This design comes from an exercise in tuning for small area, a short achievable clock period and few clock cycles on the open sky130 flow, not from production work.
Where RTL was checked, it was by simulation tests only, not by an equivalence proof against the original.
Function not checked in runs 6 and 7: the RTL went through the layout flow alone.

<file path="flow/constraint.sdc">
create_clock -name core_clock -period 10.0 [get_ports {clk}]
set_input_delay 2.0000 -clock core_clock [delete_from_list [all_inputs] [get_ports {clk}]]
set_output_delay 2.0000 -clock core_clock [all_outputs]
set_load 0.01 [all_outputs]
</file>
<file path="flow/run.sh">
#!/bin/bash
# synth_recipe.tcl (not shown) runs the flow's synth.tcl, then flattens the netlist and writes it again
# the make line also repeats each setting of config.mk as NAME=value (left out here)
make -C /OpenROAD-flow-scripts/flow DESIGN_CONFIG=/design/flow/config.mk WORK_HOME=/design/flow/orfs CLKGATE_MAP_FILE= SYNTH_SCRIPT=/design/flow/synth_recipe.tcl finish
</file>
<file path="flow/design.v">
package ntwrk_size_pkg;
    localparam int NTWRK_ID_W = 4;
    typedef enum logic [2:0] {
        CMD_IGNORE = 3'd0,
        CMD_NEW    = 3'd1,
        CMD_WR_A   = 3'd2,
        CMD_WR_B   = 3'd3,
        CMD_MERGE  = 3'd4,
        CMD_LOOKUP = 3'd5,
        CMD_UPDATE = 3'd6,
        CMD_RSVD   = 3'd7
    } ntwrk_cmd_id_e;
    typedef struct packed {
        logic [NTWRK_ID_W-1:0] ntwrkb;
        logic [NTWRK_ID_W-1:0] ntwrka;
        ntwrk_cmd_id_e         id;
    } ntwrk_size_cmd_t;
endpackage
import ntwrk_size_pkg::*;
module ntwrk_size_tracker
#(
    parameter int NUM_CONNS  = 8,
    parameter int NUM_POINTS = 1000,
    parameter int SIZE_W     = $clog2(NUM_POINTS) + 1,
    parameter int TOP_K      = 3,
    parameter int PROD_W     = SIZE_W * TOP_K
) (
    input  logic              clk,
    input  logic              rst,
    input  logic              cmd_vld,
    output logic              cmd_rdy,
    input  ntwrk_size_pkg::ntwrk_size_cmd_t cmd,
    output logic              rsp_vld,
    input  logic              rsp_rdy,
    output logic [PROD_W-1:0] rsp_data,
    output logic              rsp_is_prod,
    output logic              busy,
    output logic              err
);
    localparam int N  = 8;
    localparam int W  = 11;
    localparam int R  = 3;                
    localparam int ND = (W + R - 1) / R;  
    localparam int PW = 33;
    typedef enum logic [1:0] {E_IDLE, E_P2, E_P3, E_MUL} eng_e;
    logic [W-1:0] size_q [N];
    logic [N-1:0] vld;
    logic         err_q;
    logic         rdy_q;
    logic         pend_q, pend_upd_q;
    logic [W-1:0] pend_v_q;
    eng_e         eng_q;
    logic [W-1:0] t0_q, t1_q, t2_q;
    logic [N-1:0] excl_q;
    logic         ebusy_q, dirty_q, pia_q;
    logic         ph2_q, first_q;
    logic [1:0]   k_q;
    logic         rsp_vld_q, rsp_prod_q;
    logic [PW-1:0] acc_q;
    always_comb for (int i = 0; i < N; i++) vld[i] = |size_q[i];
    logic rsp_free;
    assign rsp_free = !rsp_vld_q || rsp_rdy;
    assign cmd_rdy     = rdy_q;
    assign busy        = !rdy_q;
    assign err         = err_q;
    assign rsp_vld     = rsp_vld_q;
    assign rsp_is_prod = rsp_prod_q;
    assign rsp_data    = acc_q;
    logic [2:0] op;
    logic [3:0] ca, cb;
    logic       acc_cmd;
    assign op      = cmd.id;
    assign ca      = cmd.ntwrka;
    assign cb      = cmd.ntwrkb;
    assign acc_cmd = cmd_vld && rdy_q;
    logic is_new, is_wr, is_mrg, is_lkp, is_upd, is_rsv;
    assign is_new = (op == CMD_NEW);
    assign is_wr  = (op == CMD_WR_A) || (op == CMD_WR_B);
    assign is_mrg = (op == CMD_MERGE);
    assign is_lkp = (op == CMD_LOOKUP);
    assign is_upd = (op == CMD_UPDATE);
    assign is_rsv = (op == CMD_RSVD);
    logic is_wrb;
    assign is_wrb = (op == CMD_WR_B);
    logic [W-1:0] sa, sb, addend, wdata;
    logic [W:0]   sum;
    logic [W-1:0] opnd;
    assign sa     = size_q[ca[2:0]];
    assign sb     = size_q[cb[2:0]];
    assign opnd   = is_wrb ? sb : sa;
    assign addend = is_mrg ? sb : W'(1);
    assign sum    = {1'b0, opnd} + {1'b0, addend};
    assign wdata  = sum[W] ? {W{1'b1}} : sum[W-1:0];
    logic ra_ok, a_in, b_in, va, vb, ab_eq, mrg_ok;
    assign a_in   = !ca[3];
    assign b_in   = !cb[3];
    assign ra_ok  = is_wrb ? (b_in && vb) : (a_in && va);
    assign va     = vld[ca[2:0]];
    assign vb     = vld[cb[2:0]];
    assign ab_eq  = (ca == cb);
    assign mrg_ok = a_in && b_in && va && vb;
    logic cmd_err;
    always_comb begin
        cmd_err = 1'b0;
        if (is_new) cmd_err = !a_in || va;
        if (is_wr)  cmd_err = !ra_ok || sum[W];
        if (is_mrg) cmd_err = !ab_eq && (!mrg_ok || sum[W]);
        if (is_rsv) cmd_err = 1'b1;
    end
    logic [N-1:0] we_new, we_w, we_clr;
    always_comb begin
        for (int i = 0; i < N; i++) begin
            we_new[i] = acc_cmd && is_new && a_in && (ca[2:0] == 3'(i));
            we_w[i]   = acc_cmd && ((is_wr && ra_ok) || (is_mrg && !ab_eq && mrg_ok))
                        && (is_wrb ? (cb[2:0] == 3'(i)) : (ca[2:0] == 3'(i)));
            we_clr[i] = acc_cmd && is_mrg && !ab_eq && mrg_ok && (cb[2:0] == 3'(i));
        end
    end
    logic [W-1:0] lk_val;
    assign lk_val = ca[3] ? '0 : sa;
    logic [N-1:0] excl, win;
    assign excl = excl_q & {N{ebusy_q}};
    logic [W:0]   k1 [4];
    logic [2:0]   x1 [4];
    logic [W:0]   k2 [2];
    logic [2:0]   x2 [2];
    logic [W:0]   k3;
    logic [2:0]   x3;
    always_comb begin
        for (int p = 0; p < 4; p++) begin
            logic [W:0] kl, kr;
            kl = {!excl[2*p],   size_q[2*p]};
            kr = {!excl[2*p+1], size_q[2*p+1]};
            if (kr > kl) begin k1[p] = kr; x1[p] = 3'(2*p+1); end
            else         begin k1[p] = kl; x1[p] = 3'(2*p);   end
        end
        for (int p = 0; p < 2; p++) begin
            if (k1[2*p+1] > k1[2*p]) begin k2[p] = k1[2*p+1]; x2[p] = x1[2*p+1]; end
            else                     begin k2[p] = k1[2*p];   x2[p] = x1[2*p];   end
        end
        if (k2[1] > k2[0]) begin k3 = k2[1]; x3 = x2[1]; end
        else               begin k3 = k2[0]; x3 = x2[0]; end
        win = '0;
        win[x3] = 1'b1;
    end
    logic [W-1:0]    x_lo, y_op;
    logic [2*W-1:0]  x_op;
    logic [ND*R-1:0] y_pad;
    logic [1:0]      msd, k_eff;
    logic [R-1:0]    dig;
    logic [PW-1:0]   acc_next;
    logic            mul_go, mul_last;
    assign x_lo  = {t0_q[W-1:1], t0_q[0] | ~|t0_q};
    assign x_op  = ph2_q ? {t1_q, t0_q} : {{W{1'b0}}, x_lo};
    assign y_op  = ph2_q ? {t2_q[W-1:1], t2_q[0] | ~|t2_q}
                         : {t1_q[W-1:1], t1_q[0] | ~|t1_q};
    assign y_pad = (ND*R)'(y_op);
    always_comb begin
        msd = '0;
        for (int d = 1; d < ND; d++) if (|y_pad[d*R +: R]) msd = 2'(d);
    end
    assign k_eff    = first_q ? msd : k_q;
    assign dig      = y_pad[k_eff*R +: R];
    assign acc_next = (first_q ? '0 : (acc_q << R)) + PW'(x_op * dig);
    assign mul_go   = (eng_q == E_P3 || eng_q == E_MUL) && (!rsp_vld_q || rsp_rdy);
    assign mul_last = (k_eff == 2'd0);
    logic chg, cache_ok;
    assign chg      = |{we_new, we_w, we_clr};
    assign cache_ok = pia_q && !dirty_q;
    logic idle, lk_direct, up_direct, up_start, cmd_hold, pend_lk_go, pend_up_go, pend_up_start;
    assign idle          = (eng_q == E_IDLE);
    assign lk_direct     = acc_cmd && is_lkp && idle && rsp_free;
    assign up_direct     = acc_cmd && is_upd && idle && cache_ok && rsp_free;
    assign up_start      = acc_cmd && is_upd && idle && !cache_ok;
    assign cmd_hold      = acc_cmd && ((is_lkp && !(idle && rsp_free)) ||
                                       (is_upd && !(idle && (rsp_free || !cache_ok))));
    assign pend_lk_go    = pend_q && !pend_upd_q && idle && rsp_free;
    assign pend_up_go    = pend_q &&  pend_upd_q && idle && cache_ok && rsp_free;
    assign pend_up_start = pend_q &&  pend_upd_q && idle && !cache_ok;
    eng_e eng_d;
    logic pend_d;
    always_comb begin
        eng_d = eng_q;
        case (eng_q)
            E_IDLE: if (up_start || pend_up_start) eng_d = E_P2;
            E_P2:   eng_d = E_P3;
            E_P3:   eng_d = (mul_go && mul_last && ph2_q) ? E_IDLE : E_MUL;
            E_MUL:  if (mul_go && mul_last && ph2_q) eng_d = E_IDLE;
            default: eng_d = E_IDLE;
        endcase
        pend_d = pend_q;
        if (cmd_hold) pend_d = 1'b1;
        else if (pend_lk_go || pend_up_go || pend_up_start) pend_d = 1'b0;
    end
    always_ff @(posedge clk or posedge rst) begin
        if (rst) begin
            for (int i = 0; i < N; i++) size_q[i] <= '0;
            err_q      <= 1'b0;
            rdy_q      <= 1'b1;
            pend_q     <= 1'b0;
            pend_upd_q <= 1'b0;
            eng_q      <= E_IDLE;
            ebusy_q    <= 1'b0;
            ph2_q      <= 1'b0;
            first_q    <= 1'b1;
            dirty_q    <= 1'b1;
            pia_q      <= 1'b0;
            rsp_vld_q  <= 1'b0;
            rsp_prod_q <= 1'b0;
        end else begin
            for (int i = 0; i < N; i++) begin
                if (we_new[i])      size_q[i] <= W'(2);
                else if (we_w[i])   size_q[i] <= wdata;
                else if (we_clr[i]) size_q[i] <= '0;
            end
            if (acc_cmd && cmd_err) err_q <= 1'b1;
            pend_q <= pend_d;
            if (cmd_hold) pend_upd_q <= is_upd;
            rdy_q  <= !pend_d && (eng_d != E_P2);
            eng_q   <= eng_d;
            ebusy_q <= (eng_d != E_IDLE);
            if (chg) dirty_q <= 1'b1;
            else if (eng_d == E_P2 && idle) dirty_q <= 1'b0;
            if (mul_go) begin
                first_q <= mul_last;
                if (mul_last) ph2_q <= !ph2_q;
            end
            if (lk_direct || pend_lk_go) begin
                rsp_prod_q <= 1'b0;
                rsp_vld_q  <= 1'b1;
                pia_q      <= 1'b0;
            end else if ((mul_go && mul_last && ph2_q) || up_direct || pend_up_go) begin
                rsp_prod_q <= 1'b1;
                rsp_vld_q  <= 1'b1;
                pia_q      <= 1'b1;
            end else if (rsp_rdy) begin
                rsp_vld_q  <= 1'b0;
            end
        end
    end
    always_ff @(posedge clk) begin
        if (cmd_hold) pend_v_q <= lk_val;
        case (eng_q)
            E_IDLE: begin
                t0_q   <= k3[W-1:0];
                excl_q <= win;
            end
            E_P2: begin
                t1_q   <= k3[W-1:0];
                excl_q <= excl_q | win;
            end
            E_P3: t2_q <= k3[W-1:0];
            default: ;
        endcase
        if (mul_go) begin
            acc_q <= acc_next;
            k_q   <= k_eff - 2'd1;
            if (mul_last && !ph2_q) begin
                t0_q <= acc_next[W-1:0];
                t1_q <= acc_next[2*W-1:W];
            end
        end
        if (lk_direct)  acc_q <= PW'(lk_val);
        if (pend_lk_go) acc_q <= PW'(pend_v_q);
    end
endmodule
</file>
<file path="flow/config.mk">
export PLATFORM = sky130hd
export DESIGN_NAME = ntwrk_size_tracker
export DESIGN_NICKNAME = ntwrk_size_tracker
export VERILOG_FILES = /design/flow/design.v
export SDC_FILE = /design/flow/constraint.sdc
export NUM_CORES = 4
export LEC_CHECK = 0
export CAP_MARGIN = 20
export CORE_MARGIN = 2
export CORE_UTILIZATION = 40
export SETUP_SLACK_MARGIN = 3
export SLEW_MARGIN = 20
</file>
==> results of run 1 <==
-- worst max-delay path by stage --
stage | from | end | depth (start not counted) | slack, ns
after global routing | ebusy_q | excl_q[6] | 32 | 2.87
after global placement | size_q[2][4] | excl_q[6] | 28 | 2.21
after detailed placement | ebusy_q | excl_q[6] | 29 | 2.05
after floorplan | ebusy_q | excl_q[6] | 37 | 3.00
after CTS | size_q[2][4] | excl_q[6] | 31 | 2.88
final | size_q[2][1] | excl_q[6] | 28 | 3.22
-- metrics by stage --
stage	util	cell area (um2)
2_1_floorplan	-	16100
3_5_place_dp	0.429	17000
3_3_place_gp	0.429	17000
6_report	0.460	18200
4_1_cts	0.449	17800
5_1_grt	0.460	18200
-- synthesized netlist by cell type, drive strengths merged, types with 5 or more instances --
library cell / count
o21a: 9
mux2: 25
nand3: 74
a31oi: 13
inv: 161
dfrtp: 97
o211ai: 15
xnor2: 26
edfxtp: 43
nor2: 126
nor4: 24
o21ai: 108
nor2b: 50
a22oi: 25
a221o: 6
and2: 22
mux4: 13
a211o: 5
o21bai: 6
nand2b: 20
ha: 124
clkbuf: 73
a222oi: 9
or2: 9
buf: 20
or3: 8
a22o: 15
mux2i: 62
a21oi: 93
o22ai: 14
and3: 12
o2bb2ai: 73
a211oi: 8
xor2: 11
fa: 43
a21o: 35
dfxtp: 44
nor3: 31
a221oi: 24
nand4: 23
o31ai: 6
nand2: 170
-- what timing repair did --
item	in CTS	in global routing
resized for setup	17	63
setup buffers	11	18
gates cloned	1	4
pin swaps	3	11
endpoints found under the setup margin	61	77
-- flip-flops by register name, summed over array words and instances, names as in the netlist, 2 cells and up --
name	count
size_q	88
k_q	2
pend_v_q	11
acc_q	33
t2_q	11
t0_q	11
t1_q	11
excl_q	8
eng_q	2
-- kinds of logic after synthesis --
family	after synthesis	share of synthesized area
AO/OA/AOI/OAI	506	0.223
XOR/XNOR	37	0.0202
adder cells (fa/ha/maj)	168	0.151
buffers and inverters	254	0.0609
flip-flops	187	0.292
multiplexers	100	0.0785
AND/OR/NAND/NOR	581	0.175
-- per-layer routing --
layer  GRT usage  share of wire
met1       0.404           0.43
met2       0.464           0.46
met3      0.0544          0.074
met4       0.129          0.039
met5           0              0
-- area by class of cell --
type                       count  area [um2]
timing repair buffer         102         895
multi-input combinational   1396       10800
fill                        3905       21400
sequential                   187        4700
tap                          525         657
clock buffer                  17         425
inverter                     161         607
clock inverter                15         181
-- critical path: cells and delay by family (launching register included) --
family / cells / cell delay, ns
fa+ha+maj: 4 / 1.14
simple gates: 6 / 1.09
compound gates: 11 / 2.32
flops: 1 / 0.48
mux: 2 / 0.70
xor+xnor: 1 / 0.16
buf+inv: 4 / 0.61
==> flow_summary.toml, run 1 <==
[critical_path]
cp-end-kind = "flip-flop"
start_kind = "flip-flop"
rr_worst_depth = 28
timing.rr.end = "excl_q[6]"
required_ns = 10.24
r2r_start = "size_q[2][1]"
crit_fanout = 10
arrival_ns = 7.02
cp_slowest_stage_delay_ns = 0.48
crit_type = "flip-flop to flip-flop"
rrSetupSlack_ns = 3.22
cp_slowest_cell = "dfrtp_2"

[synth]
yosys_warnings = 6
synth_cells = 1833
synth-seq-cells = 187
synth_top_area_frac = 0.151
synth_edf_count = 43
syn_nets = 2015
syn_avg_cell_area_um2 = 8.75
synth_cell_types = 81
syn_area_um2 = 16000
yosysSeqAreaShare = 0.292
synthTopCellsByArea = "dfrtp_1, ha_1, edfxtp_1"
yosys.area.top_type = "dfrtp_1"
ys.flop_type = "dfrtp_1"
synthArstFlopShare = 0.535

[timing]
holdWs_ns = 0.461
clock_skew_ns = 0.0261
setup_viol = 0
hold_viol = 0
fin_setup_tns_ns = 0
worst_pin_slew_ns = 1.06
finalWorstSetupSlack_ns = 3.22
maxSlewHeadroom = 0.286
rsz0062_at_grt = "yes"
period_share = 0.678
maxSlewViolCount = 0
fmax_mhz = 147
layout_min_cycle_time_ns = 6.78

[run]
maxCapViolations = 0

[clock_tree]
insertion_delay_ns = 0.51
cts.sinks = 187
tritoncts = "yes"
htreeDepth = 4
cts_root_buffer = "clkbuf_16"
cts_max_path_buffers = 2
cts_hold_buf = 0
clk_pin_slew_ns = 0.08
cts_buffers = 17

[routing]
via_per_inst = 6.31
drt_iter0_drc = 1485
route.detailed.drc = 0
postRouteAntennaNets = 0
avgRoutedWirePerCell_um = 25.6
vias = 15171
firstDrtPassIters = 8
routed_wl_um = 61500

[floorplan]
die-width_um = 204
fp.dieH_um = 204
initial_utilization = 0.405
core_area_um2 = 39600
dieArea_um2 = 41700
ios = 53
rows = 73

[global_routing]
grt_max_degree = 56
grt_usage = 0.298
grt_overflow = 0
antenna_found_initial = 0
grt_pass1_wl_um = 92500
grt_pass1_vias = 14453

[layout]
syn2layout_area_growth_pct = 13.6
diodes = 0
drive_gt1_frac = 0.117
final_cell_mix = "nand2_1, inv_1, ha_1"
fin_nets = 2047
layout.cells.non_filler = 2403
final_common_cell = "nand2_1"

[place]
portBuffers = 52
dpl.hpwl_um = 45600
placed_cells = 2337
pre_cts_ws_ns = 2.05
gp_congestion = 1.01

[hold_path]
min_to = "acc_q[31]"
hold_path.class = "flip-flop to flip-flop"
min_delay_path_depth = 2
worstHoldStart = "acc_q[31]"

[outcome]
outcome = "no timing/DRC/antenna violations"
Testbench counts, summed over its fixed seeds: cycles 6,298.
==> inputs of run 2 (changes only) <==
--- a/flow/config.mk
+++ b/flow/config.mk
@@ -9,4 +9,4 @@
 export CORE_MARGIN = 2
 export CORE_UTILIZATION = 40
-export SETUP_SLACK_MARGIN = 3
+export SETUP_SLACK_MARGIN = 4
 export SLEW_MARGIN = 20
==> run 2 against run 1 <==
Critical path depth rose by 2. Critical endpoint is now excl_q[2]. Largest cell class unchanged. Still clean on timing, DRC and antenna. Setup slack gained 0.38 ns. Die area stayed put. Register-to-register slack gained 0.38 ns.
==> flow_summary.toml, run 2 <==
[outcome]
outcome = "no timing/DRC/antenna violations"

[clock_tree]
cts_root_buffer = "clkbuf_16"
cts.sinks = 187
cts_buffers = 17
clk_pin_slew_ns = 0.08
htreeDepth = 4
tritoncts = "yes"
insertion_delay_ns = 0.51
cts_max_path_buffers = 2

[critical_path]
crit_type = "flip-flop to flip-flop"
required_ns = 10.25
cp_slowest_stage_delay_ns = 0.54
cp_slowest_cell = "dfrtp_1"
endpoint = "excl_q[2]"
arrival_ns = 6.65
timing.rr.end = "excl_q[2]"
r2r_start = "size_q[3][7]"
critPathLaunch = "size_q[3][7]"
rrSetupSlack_ns = 3.60
start_kind = "flip-flop"
crit_fanout = 6
cp-end-kind = "flip-flop"
rr_worst_depth = 30

[routing]
route.detailed.drc = 0
drt_iter0_drc = 1810
avgRoutedWirePerCell_um = 25.7
firstDrtPassIters = 8
postRouteAntennaNets = 0
vias = 16002
routed_wl_um = 65000
via_per_inst = 6.33

[synth]
synth_edf_count = 43
yosys.area.top_type = "dfrtp_1"
syn_nets = 2015
yosys_warnings = 6
syn_area_um2 = 16000
synth_commonest_cells = "nand2_1, inv_1, nor2_1"
synth-seq-cells = 187
yosysMostFrequentCell = "nand2_1"
synth_top_area_frac = 0.151
synth_cells = 1833
syn_avg_cell_area_um2 = 8.75
ys.flop_type = "dfrtp_1"
synthArstFlopShare = 0.535
yosysSeqAreaShare = 0.292
synth_cell_types = 81
synthTopCellsByArea = "dfrtp_1, ha_1, edfxtp_1"

[layout]
final_common_cell = "nand2_1"
top_regs = "size_q: 88 flops, acc_q: 33 flops"
layout.cells.non_filler = 2527
largest_register_ffs = 88
fin_util = 0.521
fillCellCount = 3635
drive_gt1_frac = 0.262
top_register = "size_q"
final_cell_mix = "nand2_1, inv_1, buf_4"
syn2layout_area_growth_pct = 28.7
fin_nets = 2171
diodes = 0

[hold_path]
min_delay_path_depth = 2
hold_path.class = "flip-flop to flip-flop"

[floorplan]
fp.dieH_um = 204
rows = 73
ios = 53
core_area_um2 = 39600
initial_utilization = 0.405
dieArea_um2 = 41700
die-width_um = 204

[timing]
worst_pin_slew_ns = 0.992
finalWorstSetupSlack_ns = 3.60
rsz0062_at_grt = "yes"
layout_min_cycle_time_ns = 6.40
hold_viol = 0
maxSlewViolCount = 0
fmax_mhz = 156
setup_viol = 0
clock_skew_ns = 0.0151
period_share = 0.640
maxSlewHeadroom = 0.339
fin_setup_tns_ns = 0

[run]
maxCapViolations = 0

[place]
pre_cts_ws_ns = 2.18
portBuffers = 52
gp_congestion = 0.998
placed_cells = 2336
dpl.hpwl_um = 45600

[global_routing]
grt_max_degree = 55
grt_usage = 0.305
grt_pass1_wl_um = 95000
grt_pass1_vias = 15196
grt_overflow = 0
antenna_found_initial = 0
run 2: worst max-delay path: cells and delay by family (launching register included):
kind / cells / cell delay [ns]
AO/OA/AOI/OAI: 11 / 2.03
adder cells (fa/ha/maj): 4 / 1.18
AND/OR/NAND/NOR: 6 / 1.01
buffers and inverters: 7 / 0.79
multiplexers: 2 / 0.58
flip-flops: 1 / 0.54
run 2: layer usage:
layer,GRT usage,up-vias,part of all wire
li1,-,7077,-
met1,0.407,7924,0.42
met2,0.476,836,0.45
met3,0.0561,165,0.079
met4,0.146,0,0.047
met5,0,-,0
run 2: kinds of logic after synthesis:
kind of cell | count (synthesis) | share of synthesized area
AND/OR/NAND/NOR | 581 | 0.175
multiplexers | 100 | 0.0785
flip-flops | 187 | 0.292
XOR/XNOR | 37 | 0.0202
AO/OA/AOI/OAI | 506 | 0.223
buffers and inverters | 254 | 0.0609
adder cells (fa/ha/maj) | 168 | 0.151
run 2: area by class of cell:
class                   instances  area (um2)  share of cell area
flip-flops and latches        187        4740               0.230
clock inverters                14         158             0.00764
multi-input cells            1402       12000               0.581
inverters                     161         622              0.0301
repair buffers                220        2050              0.0994
clock buffers                  18         430              0.0209
well taps                     525         657              0.0318
run 2: worst min-delay path by stage:
stage               from   endpoint  slack [ns]
2_1_floorplan    t0_q[0]    t0_q[0]        0.48
3_3_place_gp   acc_q[31]  acc_q[31]        0.44
3_5_place_dp   acc_q[30]  acc_q[30]        0.46
4_1_cts        acc_q[30]  acc_q[30]        0.48
5_1_grt            err_q      err_q        0.50
6_report       acc_q[31]  acc_q[31]        0.47
run 2: through the flow:
step	hold slack [ns]	instance area, um2
finish	0.472	20600
CTS	0.481	19300
global route	0.501	20600
floorplan	0.478	16300
global placement	0.443	17200
detailed placement	0.465	17200
run 2: what timing repair did:
action                                  4_1_cts  5_1_grt
endpoints found under the setup margin      149      142
gates cloned                                  9        7
setup buffers                                66       77
pin swaps                                    37       75
hold buffers                                  0        0
gates resized for setup                     205      155
==> inputs of run 3 (changes only) <==
--- a/flow/config.mk
+++ b/flow/config.mk
@@ -9,4 +9,4 @@
 export CORE_MARGIN = 2
 export CORE_UTILIZATION = 40
-export SETUP_SLACK_MARGIN = 4
+export SETUP_SLACK_MARGIN = 3.5
 export SLEW_MARGIN = 20
==> run 3 against run 2 <==
Sequential share of layout area rose by 1.8 points. Clock skew rose by 0.0024 ns. First-iteration DRC count fell by 8.3%. Critical path type unchanged.
==> flow_summary.toml, run 3 <==
[outcome]
outcome = "no timing/DRC/antenna violations"

[hold_path]
hold_path.class = "flip-flop to flip-flop"

[clock_tree]
cts_buffers = 17
cts_root_buffer = "clkbuf_16"
cts_max_path_buffers = 2
cts.sinks = 187
htreeDepth = 4
cts_hold_buf = 0
insertion_delay_ns = 0.48
tritoncts = "yes"
clk_pin_slew_ns = 0.08

[synth]
synth-seq-cells = 187
yosysMostFrequentCell = "nand2_1"
synthArstFlopShare = 0.535
yosysSeqAreaShare = 0.292
synth_cell_types = 81
synth_commonest_cells = "nand2_1, inv_1, nor2_1"
synth_top_area_frac = 0.151
syn_avg_cell_area_um2 = 8.75
syn_area_um2 = 16000
synthTopCellsByArea = "dfrtp_1, ha_1, edfxtp_1"
synth_edf_count = 43
ys.flop_type = "dfrtp_1"
synth_cells = 1833
yosys.area.top_type = "dfrtp_1"
syn_nets = 2015
yosys_warnings = 6

[timing]
holdWs_ns = 0.461
fmax_mhz = 155
setup_viol = 0
maxSlewHeadroom = 0.341
period_share = 0.643
hold_viol = 0
clock_skew_ns = 0.0175
worst_pin_slew_ns = 0.988
rsz0062_at_grt = "yes"
maxSlewViolCount = 0
layout_min_cycle_time_ns = 6.43
fin_setup_tns_ns = 0

[routing]
firstDrtPassIters = 7
vias = 15352
avgRoutedWirePerCell_um = 25.9
drt_iter0_drc = 1659
postRouteAntennaNets = 0
via_per_inst = 6.32
routed_wl_um = 62800
route.detailed.drc = 0

[place]
gp_congestion = 0.933
dpl.hpwl_um = 46600
portBuffers = 52
dpl_cell_area_um2 = 17100

[critical_path]
arrival_ns = 6.66
crit_buf_inv = 3
crit_type = "flip-flop to flip-flop"
cp_top_family = "compound AO/OA/AOI/OAI gates"
start_kind = "flip-flop"
required_ns = 10.22
cp-end-kind = "flip-flop"
crit_fanout = 7
cp_slowest_stage_delay_ns = 0.51
cp_slowest_cell = "dfrtp_1"

[floorplan]
fp.dieH_um = 204
rows = 73
ios = 53
dieArea_um2 = 41700
die-width_um = 204
initial_utilization = 0.405
core_area_um2 = 39600

[layout]
final_common_cell = "nand2_1"
final_cell_mix = "nand2_1, inv_1, ha_1"
fillCellCount = 3797
top_regs = "size_q: 88 flops, acc_q: 33 flops"
drive_gt1_frac = 0.161
syn2layout_area_growth_pct = 18.3
largest_register_ffs = 88
diodes = 0
top_register = "size_q"
stdcell_area_um2 = 19000
fin_nets = 2073
fin_util = 0.479

[global_routing]
grt_usage = 0.299
antenna_found_initial = 0
grt_pass1_wl_um = 92900
grt_overflow = 0
grt_max_degree = 62
grt_pass1_vias = 14802

[run]
maxCapViolations = 0
==> run 3: cell counts after synthesis <==
No cell type changed its count.
==> run 3: worst paths after layout <==
| kind | depth (start not counted) | start | slack (ns) | endpoint |
|---|---|---|---|---|
| min | 2 | acc_q[31] | 0.46 | acc_q[31] |
| max | 32 | size_q[0][10] | 3.57 | excl_q[6] |
| max in group asynchronous | 3 | rst | 6.75 | size_q[4][5] |
| min reg2reg | 2 | acc_q[31] | 0.46 | acc_q[31] |
| min in group asynchronous | 2 | rst | 1.92 | pend_upd_q |
| max reg2reg | 32 | size_q[0][10] | 3.57 | excl_q[6] |
==> run 3: final cells by class <==
class | instances | area, um2 | area share
inverters | 161 | 618 | 0.0326
flip-flops and latches | 187 | 4700 | 0.248
multi-input cells | 1399 | 11300 | 0.593
well taps | 525 | 657 | 0.0346
repair buffers | 125 | 1160 | 0.0613
clock buffers | 18 | 439 | 0.0231
clock inverters | 14 | 134 | 0.00706
==> run 3: cells by family (layout without fill, tap and decap cells) <==
group	after synthesis	in the layout	share of synthesized area
AOI/OAI and AO/OA	506	513	0.223
adders and majority gates	168	168	0.151
xor gates and xnor gates	37	37	0.0202
and+or+nand+nor	581	581	0.175
muxes	100	100	0.0785
buffers and inverters	254	318	0.0609
DFF	187	187	0.292
==> run 3: layer usage <==
| layer | track usage | up-vias | part of all wire |
|---|---|---|---|
| met2 | 0.475 | 692 | 0.46 |
| met1 | 0.397 | 7671 | 0.42 |
| met4 | 0.145 | 0 | 0.048 |
| li1 | - | 6843 | - |
| met5 | 0 | - | 0 |
| met3 | 0.0470 | 146 | 0.070 |
==> run 3: through the flow <==
step | setup WS, ns | cells
floorplan | 3.50 | 1833
global placement | 2.24 | 2338
detailed placement | 2.34 | 2338
CTS | 3.50 | 2387
global route | 3.23 | 2429
finish | 3.57 | 2429
==> run 3: worst register-to-register path, delay by kind of cell, from the launching register on <==
kind,cells,cell delay [ns]
and+or+nand+nor,6,0.86
adders and majority gates,4,1.08
AOI/OAI and AO/OA,17,2.80
buffers and inverters,3,0.39
DFF,1,0.51
xor gates and xnor gates,1,0.23
muxes,1,0.31
==> run 3: what timing repair did <==
item / 4_1_cts / 5_1_grt
pin swaps: 7 / 27
hold endpoints to repair: 0 / 0
setup buffers: 14 / 36
resized for setup: 78 / 109
setup endpoints to repair: 121 / 134
cloned: 3 / 6
==> inputs of run 4 (changes only) <==
--- a/flow/config.mk
+++ b/flow/config.mk
@@ -8,5 +8,5 @@
 export CAP_MARGIN = 20
 export CORE_MARGIN = 2
-export CORE_UTILIZATION = 40
-export SETUP_SLACK_MARGIN = 3.5
+export CORE_UTILIZATION = 55
+export SETUP_SLACK_MARGIN = 3
 export SLEW_MARGIN = 20
==> run 4 against run 3 <==
Worst hold slack worse by 0.0069 ns. Critical path type unchanged. Die area fell by 27%. Utilization is 15 points higher. Final cell count is 6.7% lower. Still clean on timing, DRC and antenna. Global-route usage increased by 9.7 points. Cell area decreased by 4.7%.
==> flow_summary.toml, run 4 <==
[floorplan]
die-width_um = 175
fp.dieH_um = 175
core_area_um2 = 28700
ios = 53
rows = 62
dieArea_um2 = 30500
initial_utilization = 0.559

[synth]
yosysMostFrequentCell = "nand2_1"
synthTopCellsByArea = "dfrtp_1, ha_1, edfxtp_1"
syn_avg_cell_area_um2 = 8.75
synth-seq-cells = 187
synth_commonest_cells = "nand2_1, inv_1, nor2_1"
yosys.area.top_type = "dfrtp_1"
syn_area_um2 = 16000
yosys_warnings = 6
synth_edf_count = 43
yosysSeqAreaShare = 0.292
synth_cells = 1833
syn_nets = 2015
synth_top_area_frac = 0.151
ys.flop_type = "dfrtp_1"
synth_cell_types = 81
synthArstFlopShare = 0.535

[timing]
fin_setup_tns_ns = 0
maxSlewHeadroom = 0.276
maxSlewViolCount = 0
setup_viol = 0
hold_viol = 0
fmax_mhz = 148
worst_pin_slew_ns = 1.09
layout_min_cycle_time_ns = 6.77
rsz0062_at_grt = "no"
clock_skew_ns = 0.0135
period_share = 0.677
finalWorstSetupSlack_ns = 3.23

[critical_path]
worstSetupPathDepth = 23
cp-end-kind = "flip-flop"
crit_type = "flip-flop to flip-flop"
r2r_start = "size_q[4][9]"
rr_worst_depth = 23
cp_top_family = "compound AO/OA/AOI/OAI gates"
endpoint = "t0_q[2]"
critPathLaunch = "size_q[4][9]"
rrSetupSlack_ns = 3.23
cp_slowest_cell = "mux2i_1"
crit_fanout = 19
crit_chain = "inv_1 -> ha_1 -> nand3_2 -> a2111oi_4 -> nor3_1 -> nor2b_1 -> buf_6 -> mux2i_1 -> ha_1 -> and2_1 -> a22o_1 -> a211oi_4 -> a22oi_4 -> buf_4 -> mux2i_1 -> ha_1 -> a21oi_1 -> o21ai_2 -> o22a_2 -> buf_4 -> nor2_1 -> a222oi_1 -> a21bo_2"
cp_common_cell = "ha_1"
arrival_ns = 7.18
crit_buf_inv = 4
timing.rr.end = "t0_q[2]"
start_kind = "flip-flop"
cp_slowest_stage_delay_ns = 0.64
required_ns = 10.41

[outcome]
outcome = "no timing/DRC/antenna violations"

[clock_tree]
clk_pin_slew_ns = 0.08
cts_root_buffer = "clkbuf_16"
htreeDepth = 4
tritoncts = "yes"
cts.sinks = 187
insertion_delay_ns = 0.47
cts_buffers = 17
cts_max_path_buffers = 2

[routing]
drt_iter0_drc = 1776
route.detailed.drc = 0
postRouteAntennaNets = 0
firstDrtPassIters = 6
via_per_inst = 6.78
avgRoutedWirePerCell_um = 26.9
routed_wl_um = 61000
vias = 15372

[layout]
fin_util = 0.630
syn2layout_area_growth_pct = 12.7
final_cell_mix = "nand2_1, inv_1, ha_1"
largest_register_ffs = 88
drive_gt1_frac = 0.117
fin_nets = 2051
top_regs = "size_q: 88 flops, acc_q: 33 flops"
final_common_cell = "nand2_1"
top_register = "size_q"
diodes = 0

[place]
portBuffers = 52
dpl.hpwl_um = 45500
pre_cts_ws_ns = 1.96
gp_congestion = 1.05

[global_routing]
grt_overflow = 0
grt_pass1_wl_um = 90800
antenna_found_initial = 0
grt_max_degree = 55
grt_pass1_vias = 14677
grt_usage = 0.396

[run]
maxCapViolations = 0

[hold_path]
hold_path.class = "flip-flop to flip-flop"
==> run 4: cell counts after synthesis <==
No cell type changed its count.
==> run 4: worst min-delay path by stage <==
stage | start | end | slack [ns] | cells after the start
6_report | acc_q[31] | acc_q[31] | 0.45 | 2
5_1_grt | acc_q[31] | acc_q[31] | 0.48 | 2
4_1_cts | acc_q[31] | acc_q[31] | 0.46 | 2
3_5_place_dp | acc_q[32] | acc_q[32] | 0.45 | 2
3_3_place_gp | acc_q[31] | acc_q[31] | 0.44 | 2
2_1_floorplan | t0_q[0] | t0_q[0] | 0.48 | 2
==> run 4: final cells by class <==
cell class | count | area, um2
Clock buffer | 17 | 425
Clock inverter | 15 | 133
Fill cell | 2536 | 10600
Inverter | 161 | 607
Multi-Input combinational cell | 1398 | 10800
Sequential cell | 187 | 4690
Tap cell | 384 | 480
Timing Repair Buffer | 104 | 937
==> run 4: timing repair <==
action	CTS	global route
buffers inserted	9	24
gates resized for setup	16	67
endpoints found under the setup margin	65	115
hold buffers	0	0
cloned	0	6
pin swaps	2	9
==> run 4: cell families (layout without fill, tap and decap cells) <==
| kind of cell | after synthesis | count (layout) | synth area share |
|---|---|---|---|
| adders and majority gates | 168 | 168 | 0.151 |
| AOI/OAI and AO/OA | 506 | 512 | 0.223 |
| xor gates and xnor gates | 37 | 37 | 0.0202 |
| buffers and inverters | 254 | 297 | 0.0609 |
| DFF | 187 | 187 | 0.292 |
| and+or+nand+nor | 581 | 581 | 0.175 |
| muxes | 100 | 100 | 0.0785 |
==> run 4: layer usage <==
metal	vias to the layer above	wire length, um	track usage
met3	200	4950	0.0672
met1	7511	24400	0.515
met2	870	28100	0.643
met5	-	0	0
li1	6791	-	-
met4	0	3520	0.187
==> run 4: worst register-to-register path, stage by stage, from the launching register on <==
cell       delay [ns]
dfrtp_1          0.61
inv_1            0.09
ha_1             0.31
nand3_2          0.14
a2111oi_4        0.37
nor3_1           0.09
nor2b_1          0.15
buf_6            0.25
mux2i_1          0.56
ha_1             0.33
and2_1           0.16
a22o_1           0.21
a211oi_4         0.29
a22oi_4          0.17
buf_4            0.16
mux2i_1          0.64
ha_1             0.40
a21oi_1          0.18
o21ai_2          0.08
o22a_2           0.26
buf_4            0.24
nor2_1           0.57
a222oi_1         0.19
a21bo_2          0.24
==> run 4: per-stage QoR <==
step	cells	instance area [um2]	hold slack, ns
floorplan	1833	16100	0.478
global placement	2195	16800	0.439
detailed placement	2195	16800	0.448
CTS	2236	17500	0.462
global route	2266	18100	0.484
finish	2266	18100	0.454
==> inputs of run 5 (changes only) <==
--- a/flow/config.mk
+++ b/flow/config.mk
@@ -8,5 +8,5 @@
 export CAP_MARGIN = 20
 export CORE_MARGIN = 2
-export CORE_UTILIZATION = 55
+export CORE_UTILIZATION = 70
 export SETUP_SLACK_MARGIN = 3
 export SLEW_MARGIN = 20
==> run 5 against run 4 <==
Largest cell class unchanged. Count of clock-buffer cells in the layout increased by 1. Die area decreased by 21%. Utilization increased by 17 points. Register-to-register slack got worse by 0.39 ns. Non-clock buffer count decreased by 1.
==> flow_summary.toml, run 5 <==
[outcome]
outcome = "no timing/DRC/antenna violations"

[global_routing]
grt_max_degree = 66
antenna_found_initial = 0
grt_overflow = 0
grt_pass1_vias = 15805
grt_pass1_wl_um = 91200
grt_usage = 0.497

[layout]
largest_register_ffs = 88
fillCellCount = 1436
diodes = 0
final_common_cell = "nand2_1"
fin_nets = 2050
top_regs = "size_q: 88 flops, acc_q: 33 flops"
drive_gt1_frac = 0.119
final_cell_mix = "nand2_1, inv_1, ha_1"
syn2layout_area_growth_pct = 12.8
top_register = "size_q"

[routing]
drt_iter0_drc = 2694
vias = 16360
postRouteAntennaNets = 0
route.detailed.drc = 0
avgRoutedWirePerCell_um = 28.0
routed_wl_um = 60800
firstDrtPassIters = 7
via_per_inst = 7.55

[timing]
maxSlewHeadroom = 0.305
maxSlewViolCount = 0
worst_pin_slew_ns = 1.04
hold_viol = 0
fmax_mhz = 140
setup_viol = 0
layout_min_cycle_time_ns = 7.15
clock_skew_ns = 0.0135
period_share = 0.715
fin_setup_tns_ns = 0
rsz0062_at_grt = "yes"

[synth]
yosys.area_share.simple = 0.175
synth_top_area_frac = 0.151
synth_fa_ha_area_frac = 0.151
synthTopCellsByArea = "dfrtp_1, ha_1, edfxtp_1"
muxShareOfSynthArea = 0.0785
synth-xor-area-share = 0.0202
syn_nets = 2015
synth_top_family_by_area = "compound AO/OA/AOI/OAI gates"
syn_area_um2 = 16000
synth_compound_area_frac = 0.223
ys.flop_type = "dfrtp_1"
synth-seq-cells = 187
yosysMostFrequentCell = "nand2_1"
synthArstFlopShare = 0.535
synth_edf_count = 43
yosysSeqAreaShare = 0.292
synth_cell_types = 81
yosys_warnings = 6
synth_cells = 1833
synth_commonest_cells = "nand2_1, inv_1, nor2_1"
yosys.area.top_type = "dfrtp_1"
syn_avg_cell_area_um2 = 8.75

[clock_tree]
tritoncts = "yes"
clk_pin_slew_ns = 0.08
cts.sinks = 187
htreeDepth = 4
cts_max_path_buffers = 2
cts_root_buffer = "clkbuf_16"
cts_buffers = 17
cts_hold_buf = 0
insertion_delay_ns = 0.46

[critical_path]
start_kind = "flip-flop"
cp-end-kind = "flip-flop"
rrSetupSlack_ns = 2.85
crit_type = "flip-flop to flip-flop"
r2r_start = "ebusy_q"
crit_fanout = 8
cp_slowest_cell = "mux2i_1"
crit_buf_inv = 4
cp_top_family = "compound AO/OA/AOI/OAI gates"
endpoint = "excl_q[4]"
rr_worst_depth = 28
arrival_ns = 7.37
timing.rr.end = "excl_q[4]"
cp_slowest_stage_delay_ns = 0.80
worstSetupPathDepth = 28
critPathLaunch = "ebusy_q"
required_ns = 10.21

[floorplan]
initial_utilization = 0.711
rows = 55
die-width_um = 155
ios = 53
core_area_um2 = 22600
dieArea_um2 = 24100
fp.dieH_um = 155

[run]
maxCapViolations = 0

[place]
portBuffers = 52
gp_congestion = 1.11
dpl.hpwl_um = 42800

[hold_path]
hold_path.class = "flip-flop to flip-flop"
==> run 5: area by class of cell <==
type | count | area, um2 | area share
Tap cell | 285 | 357 | 0.0197
Timing Repair Buffer | 103 | 955 | 0.0528
Inverter | 161 | 607 | 0.0335
Clock buffer | 18 | 439 | 0.0243
Clock inverter | 14 | 170 | 0.00940
Multi-Input combinational cell | 1398 | 10900 | 0.601
Sequential cell | 187 | 4690 | 0.259
==> run 5: how the worst min path moves through the flow <==
| stage | endpoint | cells after the start | from | slack, ns |
|---|---|---|---|---|
| global route | acc_q[30] | 2 | acc_q[30] | 0.51 |
| floorplan | t0_q[0] | 2 | t0_q[0] | 0.48 |
| detailed placement | acc_q[31] | 2 | acc_q[31] | 0.45 |
| finish | acc_q[31] | 2 | acc_q[31] | 0.47 |
| global placement | acc_q[30] | 2 | acc_q[30] | 0.44 |
| CTS | acc_q[31] | 2 | acc_q[31] | 0.47 |
==> run 5: tightest hold or removal path: cells and delay by family (launching register included) <==
| kind | cells | cell delay (ns) |
|---|---|---|
| AND/OR/NAND/NOR | 1 | 0.04 |
| flip-flops | 1 | 0.34 |
| AO/OA/AOI/OAI | 1 | 0.06 |
==> run 5: through the flow <==
step / hold slack, ns / setup WS [ns] / cells / util / cell area (um2)
finish: 0.466 / 2.85 / 2166 / 0.802 / 18100
floorplan: 0.478 / 3.00 / 1833 / - / 16100
CTS: 0.472 / 3.03 / 2144 / 0.779 / 17600
global placement: 0.436 / 2.24 / 2101 / 0.742 / 16700
global route: 0.506 / 2.70 / 2166 / 0.802 / 18100
detailed placement: 0.453 / 1.89 / 2101 / 0.742 / 16700
==> run 5: cell families (layout without fill, tap and decap cells) <==
family          Yosys count  count (layout)
simple gates            581             581
compound gates          506             512
buf+inv                 254             296
flops                   187             187
fa+ha+maj               168             168
mux                     100             100
xor+xnor                 37              37
==> run 5: timing repair <==
action                     CTS  global route
gates cloned                 3             3
setup endpoints to repair   41            69
resized for setup           20            63
pin swaps                    5            12
buffers inserted             8            19
==> run 5: per-layer routing <==
layer	vias to the layer above	wire length, um	global-route usage
met5	-	0	0
met4	0	6080	0.351
met3	491	8070	0.149
met2	1437	26000	0.762
met1	7645	20600	0.599
li1	6787	-	-
==> inputs of run 6 (changes only) <==
--- a/flow/design.v
+++ b/flow/design.v
@@ -49,5 +49,5 @@
     logic         rdy_q;
     logic         pend_q, pend_upd_q;
-    logic [W-1:0] pend_v_q;
+    logic [3:0]   pend_a_q;
     eng_e         eng_q;
     logic [W-1:0] t0_q, t1_q, t2_q;
@@ -68,5 +68,5 @@
     assign rsp_data    = acc_q;
     logic [2:0] op;
-    logic [3:0] ca, cb;
+    logic [3:0] ca, cb, ra, la;
     logic       acc_cmd;
     assign op      = cmd.id;
@@ -81,19 +81,16 @@
     assign is_upd = (op == CMD_UPDATE);
     assign is_rsv = (op == CMD_RSVD);
-    logic is_wrb;
-    assign is_wrb = (op == CMD_WR_B);
+    assign ra = pend_q ? pend_a_q : ((op == CMD_WR_B) ? cb : ca);
     logic [W-1:0] sa, sb, addend, wdata;
     logic [W:0]   sum;
-    logic [W-1:0] opnd;
-    assign sa     = size_q[ca[2:0]];
+    assign sa     = size_q[ra[2:0]];
     assign sb     = size_q[cb[2:0]];
-    assign opnd   = is_wrb ? sb : sa;
     assign addend = is_mrg ? sb : W'(1);
-    assign sum    = {1'b0, opnd} + {1'b0, addend};
+    assign sum    = {1'b0, sa} + {1'b0, addend};
     assign wdata  = sum[W] ? {W{1'b1}} : sum[W-1:0];
     logic ra_ok, a_in, b_in, va, vb, ab_eq, mrg_ok;
     assign a_in   = !ca[3];
     assign b_in   = !cb[3];
-    assign ra_ok  = is_wrb ? (b_in && vb) : (a_in && va);
+    assign ra_ok  = !ra[3] && vld[ra[2:0]];
     assign va     = vld[ca[2:0]];
     assign vb     = vld[cb[2:0]];
@@ -113,10 +110,10 @@
             we_new[i] = acc_cmd && is_new && a_in && (ca[2:0] == 3'(i));
             we_w[i]   = acc_cmd && ((is_wr && ra_ok) || (is_mrg && !ab_eq && mrg_ok))
-                        && (is_wrb ? (cb[2:0] == 3'(i)) : (ca[2:0] == 3'(i)));
+                        && (ra[2:0] == 3'(i));
             we_clr[i] = acc_cmd && is_mrg && !ab_eq && mrg_ok && (cb[2:0] == 3'(i));
         end
     end
     logic [W-1:0] lk_val;
-    assign lk_val = ca[3] ? '0 : sa;
+    assign lk_val = ra[3] ? '0 : sa;
     logic [N-1:0] excl, win;
     assign excl = excl_q & {N{ebusy_q}};
@@ -240,5 +237,5 @@
     end
     always_ff @(posedge clk) begin
-        if (cmd_hold) pend_v_q <= lk_val;
+        if (cmd_hold) pend_a_q <= ca;
         case (eng_q)
             E_IDLE: begin
@@ -261,6 +258,5 @@
             end
         end
-        if (lk_direct)  acc_q <= PW'(lk_val);
-        if (pend_lk_go) acc_q <= PW'(pend_v_q);
+        if (lk_direct || pend_lk_go) acc_q <= PW'(lk_val);
     end
 endmodule
--- a/flow/config.mk
+++ b/flow/config.mk
@@ -8,5 +8,4 @@
 export CAP_MARGIN = 20
 export CORE_MARGIN = 2
-export CORE_UTILIZATION = 70
-export SETUP_SLACK_MARGIN = 3
+export CORE_UTILIZATION = 40
 export SLEW_MARGIN = 20
==> run 6 against run 5 <==
Via count decreased by 4.3%. Count of clock-buffer cells in the layout unchanged. Worst hold slack worse by 0.0018 ns. Area after synthesis is 0.27% higher. Die area grew 73%. Setup slack lost 1.3 ns. Critical path depth is 4 lower. Global-route usage down 18 points. Clock skew rose by 0.0090 ns.
==> flow_summary.toml, run 6 <==
[floorplan]
die-width_um = 205
fp.dieH_um = 205
core_area_um2 = 39700
ios = 53
dieArea_um2 = 41800
initial_utilization = 0.405
rows = 73

[critical_path]
required_ns = 10.33
cp_slowest_cell = "a2111oi_0"
r2r_start = "size_q[2][10]"
crit_chain = "inv_1 -> ha_1 -> and3_1 -> nand4_1 -> a21o_1 -> a31oi_2 -> buf_4 -> mux2i_1 -> inv_1 -> ha_1 -> nand4_1 -> a21oi_1 -> o31a_1 -> mux2_2 -> ha_1 -> nand3_1 -> or4_1 -> a21oi_1 -> a2111oi_0 -> o21ai_1 -> buf_4 -> o22ai_1 -> a2111oi_0 -> o2bb2ai_1"
crit_buf_inv = 4
cp_top_family = "compound AO/OA/AOI/OAI gates"
crit_fanout = 16
start_kind = "flip-flop"
cp-end-kind = "flip-flop"
crit_type = "flip-flop to flip-flop"
arrival_ns = 8.77
critPathLaunch = "size_q[2][10]"
rrSetupSlack_ns = 1.56
cp_common_cell = "ha_1"
cp_slowest_stage_delay_ns = 1.00

[synth]
synth_commonest_cells = "nand2_1, inv_1, ha_1"
syn_nets = 2040
synth_compound_area_frac = 0.235
yosys_warnings = 6
synth_top_family_by_area = "compound AO/OA/AOI/OAI gates"
yosys.area.top_type = "dfrtp_1"
synth_cells = 1857
muxShareOfSynthArea = 0.0674
synth_fa_ha_area_frac = 0.151
yosysMostFrequentCell = "nand2_1"
synth_cell_types = 88
synth-seq-cells = 180
ys.flop_type = "dfrtp_1"
synth_edf_count = 36
yosys.area_share.simple = 0.189
yosysSeqAreaShare = 0.278
syn_area_um2 = 16100
syn_avg_cell_area_um2 = 8.66
synthArstFlopShare = 0.556
synth_top_area_frac = 0.151
synthTopCellsByArea = "dfrtp_1, ha_1, edfxtp_1"
synth-xor-area-share = 0.0174

[global_routing]
grt_pass1_vias = 15216
grt_pass1_wl_um = 98700
grt_overflow = 0
grt_usage = 0.319
grt_max_degree = 66
antenna_found_initial = 2

[run]
maxCapViolations = 0

[clock_tree]
htreeDepth = 4
tritoncts = "yes"
cts_hold_buf = 0
cts.sinks = 180
cts_setup_buffers = 0
cts_resized = 0
cts_root_buffer = "clkbuf_16"
cts_buffers = 17
clk_pin_slew_ns = 0.09
cts_max_path_buffers = 2
insertion_delay_ns = 0.49

[hold_path]
worstHoldStart = "acc_q[19]"
hold_path.class = "flip-flop to flip-flop"

[routing]
routed_wl_um = 65900
firstDrtPassIters = 6
avgRoutedWirePerCell_um = 27.5
vias = 15664
via_per_inst = 6.52
route.detailed.drc = 0
postRouteAntennaNets = 0
drt_iter0_drc = 1459

[timing]
setup_viol = 0
rsz0062_at_grt = "no"
hold_viol = 0
layout_min_cycle_time_ns = 8.44
maxSlewViolCount = 0
clock_skew_ns = 0.0225
period_share = 0.844
fmax_mhz = 118
maxSlewHeadroom = 0.207
worst_pin_slew_ns = 1.16
finalWorstSetupSlack_ns = 1.56
fin_setup_tns_ns = 0
holdWs_ns = 0.464

[layout]
layout.cells.non_filler = 2401
final_cell_mix = "nand2_1, inv_1, ha_1"
final_common_cell = "nand2_1"
top_regs = "size_q: 88 flops, acc_q: 33 flops"
fin_nets = 2045
drive_gt1_frac = 0.0747
syn2layout_area_growth_pct = 10.0
largest_register_ffs = 88
fin_util = 0.446
top_register = "size_q"
stdcell_area_um2 = 17700

[place]
dpl_cell_area_um2 = 17100
dpl.hpwl_um = 50100
portBuffers = 52
gp_congestion = 1.07
placed_cells = 2368
pre_cts_ws_ns = 1.79

[outcome]
outcome = "no timing/DRC/antenna violations"
[run 6: cell count changes after synthesis, moves of 14 or more]
cell and change:
a211oi_1 +14, o21ai_0 -23, a22oi_1 -18, nand3_1 +29
nor3_1 +17, o22ai_1 +25, nor2_1 -28
[run 6: routing by layer]
metal  GRT usage  part of all wire  wire (um)  vias to the layer above
li1            -                 -          -                     6899
met1       0.398              0.40      26700                     7711
met2       0.502              0.45      29600                      786
met3      0.0797             0.082       5400                      266
met4       0.186             0.064       4250                        2
met5           0           0.00017         11                        -
[run 6: path summary, 6_finish.rpt]
kind / depth (start not counted) / to
setup / recovery: 24 / t1_q[9]
hold / removal: 2 / acc_q[19]
setup reg to reg: 24 / t1_q[9]
hold reg to reg: 2 / acc_q[19]
max in group asynchronous: 3 / size_q[0][9]
min in group asynchronous: 2 / size_q[4][3]
[run 6: cells by family after synthesis]
family | Yosys count
AO/OA/AOI/OAI | 520
multiplexers | 91
XOR/XNOR | 32
buffers and inverters | 253
adder cells (fa/ha/maj) | 168
AND/OR/NAND/NOR | 613
flip-flops | 180
[run 6: final cells by class]
cell class / count / area [um2]
fill: 3960 / 22000
multi-input combinational: 1424 / 10700
sequential: 180 / 4470
timing repair buffer: 80 / 731
tap: 525 / 657
inverter: 159 / 599
clock buffer: 18 / 450
clock inverter: 14 / 139
antenna: 1 / 2.50
[run 6: tightest hold or removal path: stages (launching register included)]
cell and delay, ns:
dfxtp_1 0.33, nand2_1 0.06, nand2_1 0.04
==> inputs of run 7 (changes only) <==
--- a/flow/config.mk
+++ b/flow/config.mk
@@ -9,3 +9,4 @@
 export CORE_MARGIN = 2
 export CORE_UTILIZATION = 40
+export SETUP_SLACK_MARGIN = 3
 export SLEW_MARGIN = 20
==> run 7 against run 6 <==
Still clean. Sequential share of layout area decreased by 0.65 points. Cell area increased by 2.8%. Routed wire length increased by 1.9%. Via count increased by 1.1%. Critical path depth increased by 2. Fmax increased by 22%. Worst hold slack improved by 0.0017 ns. Synthesized cell count unchanged. Critical endpoint is now excl_q[4]. Largest cell class unchanged.
==> flow_summary.toml, run 7 <==
[outcome]
outcome = "no timing/DRC/antenna violations"

[routing]
vias = 15837
route.detailed.drc = 0
via_per_inst = 6.54
firstDrtPassIters = 7
drt_iter0_drc = 1408
avgRoutedWirePerCell_um = 27.8
postRouteAntennaNets = 0
routed_wl_um = 67200

[hold_path]
worstHoldStart = "acc_q[19]"
hold_path.class = "flip-flop to flip-flop"

[layout]
diodes = 0
final_cell_mix = "nand2_1, inv_1, ha_1"
top_regs = "size_q: 88 flops, acc_q: 33 flops"
fin_nets = 2066
largest_register_ffs = 88
layout.cells.non_filler = 2421
top_register = "size_q"
drive_gt1_frac = 0.112
syn2layout_area_growth_pct = 13.1
final_common_cell = "nand2_1"

[global_routing]
antenna_found_initial = 1
grt_max_degree = 66
grt_usage = 0.323
grt_overflow = 0
grt_pass1_vias = 15348
grt_pass1_wl_um = 99700

[clock_tree]
cts.sinks = 180
htreeDepth = 4
cts_max_path_buffers = 2
cts_hold_buf = 0
clk_pin_slew_ns = 0.08
insertion_delay_ns = 0.50
cts_buffers = 17
cts_root_buffer = "clkbuf_16"
tritoncts = "yes"

[synth]
yosysSeqAreaShare = 0.278
syn_nets = 2040
synth_cell_types = 88
synth_cells = 1857
yosysMostFrequentCell = "nand2_1"
syn_avg_cell_area_um2 = 8.66
synth_top_area_frac = 0.151
ys.flop_type = "dfrtp_1"
synth_commonest_cells = "nand2_1, inv_1, ha_1"
synthArstFlopShare = 0.556
syn_area_um2 = 16100
yosys.area.top_type = "dfrtp_1"
yosys_warnings = 6
synth_edf_count = 36
synthTopCellsByArea = "dfrtp_1, ha_1, edfxtp_1"
synth-seq-cells = 180

[critical_path]
endpoint = "excl_q[4]"
cp_slowest_cell = "a2111oi_2"
timing.rr.end = "excl_q[4]"
crit_type = "flip-flop to flip-flop"
worstSetupPathDepth = 26
cp_slowest_stage_delay_ns = 0.53
required_ns = 10.23
rr_worst_depth = 26
rrSetupSlack_ns = 3.09
start_kind = "flip-flop"
critPathLaunch = "size_q[2][8]"
cp_common_cell = "ha_1"
cp-end-kind = "flip-flop"
crit_fanout = 14
cp_top_family = "compound AO/OA/AOI/OAI gates"
arrival_ns = 7.14
crit_buf_inv = 5
r2r_start = "size_q[2][8]"

[place]
placed_cells = 2368
dpl.hpwl_um = 50100
gp_congestion = 1.07
portBuffers = 52

[floorplan]
rows = 73
ios = 53
dieArea_um2 = 41800
initial_utilization = 0.405
fp.dieH_um = 205
die-width_um = 205
core_area_um2 = 39700

[timing]
rsz0062_at_grt = "yes"
worst_pin_slew_ns = 1.06
fin_setup_tns_ns = 0
hold_viol = 0
maxSlewViolCount = 0
clock_skew_ns = 0.0287
fmax_mhz = 145
period_share = 0.691
setup_viol = 0
layout_min_cycle_time_ns = 6.91
maxSlewHeadroom = 0.290

[run]
maxCapViolations = 0
run 7: cell type report:
type | instances | area (um2)
clock buffer | 18 | 450
tap | 525 | 657
timing repair buffer | 98 | 913
fill | 3920 | 21500
multi-input combinational | 1427 | 11000
sequential | 180 | 4480
inverter | 159 | 603
clock inverter | 14 | 139
run 7: kinds of logic after synthesis:
family	synth area share
AOI/OAI and AO/OA	0.235
buffers and inverters	0.0619
xor gates and xnor gates	0.0174
adders and majority gates	0.151
muxes	0.0674
and+or+nand+nor	0.189
DFF	0.278
run 7: metal layers:
layer	vias to the layer above	wire length, um	track usage
met1	7711	26700	0.403
li1	6963	-	-
met4	2	4640	0.194
met3	274	5970	0.0781
met5	-	17	0
met2	887	29900	0.507
run 7: timing repair:
| item | in CTS | in global routing |
|---|---|---|
| resized for setup | 45 | 39 |
| gates cloned | 2 | 2 |
| setup endpoints to repair | 132 | 143 |
| pin swaps | 5 | 5 |
| setup buffers | 8 | 9 |
run 7: metrics by stage:
stage / setup WS (ns) / hold WS [ns] / area [um2] / util
CTS: 2.99 / 0.467 / 17900 / 0.451
floorplan: 3.00 / 0.470 / 16100 / -
finish: 3.09 / 0.466 / 18200 / 0.458
global placement: 1.14 / 0.446 / 17100 / 0.430
global route: 2.88 / 0.485 / 18200 / 0.458
detailed placement: 1.79 / 0.457 / 17100 / 0.431
run 7: worst min-delay path, delay by kind of cell (launching register included):
family / cells / cell delay, ns
and+or+nand+nor: 2 / 0.10
DFF: 1 / 0.32
run 7: worst min-delay path by stage:
stage | cells after the start | endpoint
after global routing | 2 | acc_q[19]
after detailed placement | 2 | acc_q[19]
final | 2 | acc_q[19]
after CTS | 2 | acc_q[19]
after global placement | 2 | acc_q[19]
after floorplan | 2 | acc_q[19]

-- afterwards: timing with drivers on the ports --
Ports are ideal in the flow. The routed layouts listed here were re-timed in OpenROAD. Step 1 (the two cells are an assumption about what drives the block):
set clk [get_ports {clk}]
set_driving_cell -lib_cell sky130_fd_sc_hd__clkbuf_16 $clk
set_driving_cell -lib_cell sky130_fd_sc_hd__buf_2 [delete_from_list [all_inputs] $clk]
Step 2 times the ports against the registers' clock, not the clock port: input delays grow and output delays shrink by t, the midpoint of the rising clock arrivals with the driver on. Three values: ideal, step 1, step 2; two values: the first two.
| run | shift t [ns] | setup slack, ns | latest minus earliest clock arrival (ns) | worst data-port slew with drivers (ns) |
|---|---|---|---|---|
| run 1 | 0.556 | 3.220 / 3.220 / 2.789 | 0.026 / 0.026 | 0.04 |
| run 2 | 0.561 | 3.600 / 3.600 / 3.600 | 0.015 / 0.015 | 0.04 |
| run 3 | 0.534 | 3.566 / 3.566 / 3.282 | 0.017 / 0.017 | 0.04 |
| run 4 | 0.514 | 3.235 / 3.235 / 2.756 | 0.014 / 0.013 | 0.04 |
| run 5 | 0.507 | 2.846 / 2.846 / 2.660 | 0.013 / 0.014 | 0.03 |
| run 6 | 0.542 | 1.561 / 1.561 / 1.561 | 0.022 / 0.022 | 0.04 |
| run 7 | 0.548 | 3.090 / 3.090 / 2.582 | 0.028 / 0.029 | 0.04 |
After both steps setup and hold are still met in every run listed. The setup slack of run 7, which loses most, moves by 0.000 ns with the drivers and by -0.508 ns with both steps.
